This is an optimization exercise on Yosys and OpenROAD, whose aim is small area, a short achievable clock period and few clock cycles per item, not a production implementation. Power is estimated from default activity; no workload was simulated.

## evt_router_top
module evt_router_top
#(
  parameter int NUM_MREGS    = 4,
  parameter int NUM_RREGS    = 16,
  parameter int NUM_CHANNELS = 8
)
(
  input  logic                        pl_clk0_buf_int,
  input  logic                        rst_n,
  input  logic                        cfg_wr,
  input  evt_router_pkg::cfg_addr_t   cfg_addr,
  input  evt_router_pkg::key_t        cfg_wdata,
  input  logic                        evt_vld,
  input  evt_router_pkg::evt_t        evt_data,
  output logic                        evt_rdy,
  output logic [NUM_CHANNELS-1:0]     ch_vld,
  output logic [NUM_CHANNELS*32-1:0] ch_key,    
  input  logic [NUM_CHANNELS-1:0]     ch_rdy,
  output evt_router_pkg::count_t      unmatched_cnt,
  output evt_router_pkg::count_t      dropped_cnt
);
For scale: about 5900 cells after synthesis, about 1900 flip-flops, about 410 I/O pins, ~0.077 mm2 of cells after synthesis.
==> flow/config.mk <==
export PLATFORM = sky130hd
export DESIGN_NAME = evt_router_top
export DESIGN_NICKNAME = evt_router_top
export VERILOG_FILES = /design/flow/design.v
export SDC_FILE = /design/flow/constraint.sdc
export NUM_CORES = 4
export LEC_CHECK = 0
export ABC_CLOCK_PERIOD_IN_PS = 2500
export CAP_MARGIN = 20
export CORE_MARGIN = 2
export CORE_UTILIZATION = 40
export SETUP_SLACK_MARGIN = 2.9
export SLEW_MARGIN = 20
export TNS_END_PERCENT = 0
==> flow/constraint.sdc <==
create_clock -name core_clock -period 5.5 [get_ports {pl_clk0_buf_int}]
set_input_delay 1.1000 -clock core_clock [delete_from_list [all_inputs] [get_ports {pl_clk0_buf_int}]]
set_output_delay 1.1000 -clock core_clock [all_outputs]
set_load 0.01 [all_outputs]
standard.sh (not shown) runs the stock make flow with config.mk's settings and CLKGATE_MAP_FILE= SYNTH_SCRIPT=/design/flow/synth_recipe.tcl, a recipe that flattens the netlist after the stock synthesis.
==> flow/flow/run.sh <==
#!/bin/bash
# The standard layout, with plain buffers on the ports: ORFS's buffer_ports
# otherwise picks a delay cell (clkdlybuf4s50_1) for every port buffer.
set -euo pipefail
cd "$(dirname "$0")/.."
export BUFFER_PORTS_ARGS="-buffer_cell sky130_fd_sc_hd__buf_2"
bash standard.sh > make_finish.log 2>&1
==> next run, changes <==
--- a/flow/design.v
+++ b/flow/design.v
@@ -161,31 +161,34 @@
           if (j + 4 * t < 32)
             z[j] = z[j] | (mp_sft_md[i][t] & y[(j + 4 * t) % 32]);
       end
       for (int j = 0; j < 32; j++)
         key_nxt[j] = key_nxt[j] | (mp_sft_hi[i] ? ((j + 16 < 32) ? z[(j + 16) % 32] : 1'b0) : z[j]);
     end
   end
+  logic                 map_en;
   assign map_vld_nxt = evt_rdy ? evt_vld : map_vld;
   always_ff @(posedge pl_clk0_buf_int or negedge rst_n)
   begin
     if (!rst_n)
     begin
       map_vld <= 1'b0;
       evt_rdy <= 1'b0;
+      map_en  <= 1'b1;
     end
     else
     begin
       map_vld <= map_vld_nxt;
       evt_rdy <= go_nxt || !map_vld_nxt;
+      map_en  <= go_nxt || !map_vld_nxt;
     end
   end
   always_ff @(posedge pl_clk0_buf_int)
   begin
-    if (evt_rdy)
+    if (map_en)
       map_key <= key_nxt;
   end
 endmodule
 `timescale 1ns/1ps
 module route_lookup
 #(
   parameter int NUM_RREGS    = 16,
@@ -264,48 +267,49 @@
   input  evt_router_pkg::key_t      lkp_key,
   input  logic [NUM_CHANNELS-1:0]   lkp_ch,
   output logic [NUM_CHANNELS-1:0]   ch_vld,
   output evt_router_pkg::key_t [NUM_CHANNELS-1:0] ch_key,
   input  logic [NUM_CHANNELS-1:0]   ch_rdy,
   output evt_router_pkg::count_t    dropped_cnt
 );
-  localparam int TW = (NUM_TRK > 1) ? $clog2(NUM_TRK) : 1;
-  localparam int QW = (NUM_Q > 1) ? $clog2(NUM_Q) : 1;
   logic [NUM_Q-1:0]          q_vld;
   evt_router_pkg::key_t      q_key [NUM_Q];
   logic [NUM_CHANNELS-1:0]   q_ch  [NUM_Q];
   logic [NUM_Q-1:0]          q_old [NUM_Q];
   logic [NUM_TRK-1:0]        t_bsy;
   logic [NUM_CHANNELS-1:0]   t_ch  [NUM_TRK];   
   evt_router_pkg::wait_t     t_rem [NUM_TRK];   
   logic [NUM_TRK-1:0]        t_exp;             
   logic                      t_free;            
   logic [NUM_TRK-1:0]        t_rdy;
   logic [NUM_TRK-1:0]        t_drop;
   logic [NUM_TRK-1:0]        t_keep;            
   logic [NUM_TRK-1:0]        t_bsy_nxt;
   logic [NUM_TRK-1:0]        t_take;
-  logic [NUM_CHANNELS-1:0]   c_exp;
+  logic [NUM_CHANNELS-1:0]   c_exp;             
+  logic [NUM_CHANNELS-1:0]   c_rem1;            
+  logic                      w_one;             
   logic [NUM_CHANNELS-1:0]   c_free;            
   logic [NUM_CHANNELS-1:0]   c_load;
   logic [NUM_CHANNELS-1:0]   c_stay;
   logic                      pop;
   evt_router_pkg::key_t      s_key;
   logic [1:0]                n_drop;
   logic [1:0]                drop_pend;
   logic [NUM_Q-1:0]          q_ld;
   logic [NUM_Q-1:0]          q_sel;
   logic [NUM_Q-1:0]          q_put;             
   logic [NUM_Q-1:0]          q_nxt;
   always_comb
   begin
-    c_exp = '0;
+    c_rem1 = '0;
     for (int i = 0; i < NUM_TRK; i++)
-      c_exp = c_exp | (t_ch[i] & {NUM_CHANNELS{t_exp[i]}});
+      c_rem1 = c_rem1 | (t_ch[i] & {NUM_CHANNELS{t_bsy[i] && t_rem[i] == evt_router_pkg::wait_t'(1)}});
   end
+  assign w_one = !dw_zero && (dw_m1 == '0);
   assign c_free = ~ch_vld | ch_rdy | c_exp;
   assign c_stay = ch_vld & ~c_free;
   always_comb
   begin
     for (int i = 0; i < NUM_Q; i++)
       q_ld[i] = t_free && q_vld[i] && |(q_ch[i] & c_free);
     for (int i = 0; i < NUM_Q; i++)
@@ -356,26 +360,28 @@
     if (!rst_n)
     begin
       q_vld  <= '0;
       go     <= 1'b0;
       ch_vld <= '0;
       t_bsy  <= '0;
       t_exp  <= '0;
+      c_exp  <= '0;
       t_free <= 1'b0;
     end
     else
     begin
       q_vld  <= q_nxt;
       go     <= go_nxt;
       ch_vld <= c_stay | c_load;
       t_bsy  <= t_bsy_nxt;
       t_free <= !(&t_bsy_nxt);
+      c_exp  <= (c_load & {NUM_CHANNELS{w_one}}) | (c_stay & c_rem1 & {NUM_CHANNELS{!dw_zero}});
       for (int i = 0; i < NUM_TRK; i++)
         if (t_take[i])
-          t_exp[i] <= !dw_zero && (dw_m1 == '0);
+          t_exp[i] <= w_one;
         else
           t_exp[i] <= t_keep[i] && !dw_zero && (t_rem[i] == evt_router_pkg::wait_t'(1));
     end
   end
   always_ff @(posedge pl_clk0_buf_int)
   begin
     for (int i = 0; i < NUM_Q; i++)
The changed run completed with no timing, DRC or antenna violations.
Total power rises by 1.8%.
Register-to-register slack is worse by 90 ps.
Cell count rises by 0.32%.
Setup slack is worse by 130 ps.
Count of clock-buffer cells in the layout falls by 1.
Design area is about the same.
Fmax falls by 4.2%.
Wire length falls by 0.59%.
Function was not checked in any run of this note: the RTL went through the layout flow alone.

-- static timing again, ports no longer ideal --
The results above use ideal ports. As a check the final layouts listed here were re-extracted and re-timed, cells and wires unchanged. Step 1: set_driving_cell puts a clkbuf_16 on pl_clk0_buf_int and a buf_2 on each other input, an assumption about the parent block. Step 2, shift: input delay + t, output delay - t, t = (earliest + latest rising clock arrival at the registers) / 2. This alone moves slack from input paths to output paths. a / b / c = ideal ports / drivers / drivers and shift; a / b = the first two.
| run | shift t [ns] | slack for setup (ns) | worst setup path at the end | worst slew at a driven data input, ns | cell pins on the clock port's net |
|---|---|---|---|---|---|
| the first run | 0.911 | 2.524 / 2.524 / 1.885 | input to register | 0.17 | 1 |
| the second run | 0.915 | 2.394 / 2.433 / 1.524 | input to register | 0.15 | 1 |
After both steps setup and hold are still met in every run listed. For the second run, which loses most, drivers alone change the setup slack by +0.039 ns; drivers and shift together by -0.870 ns.
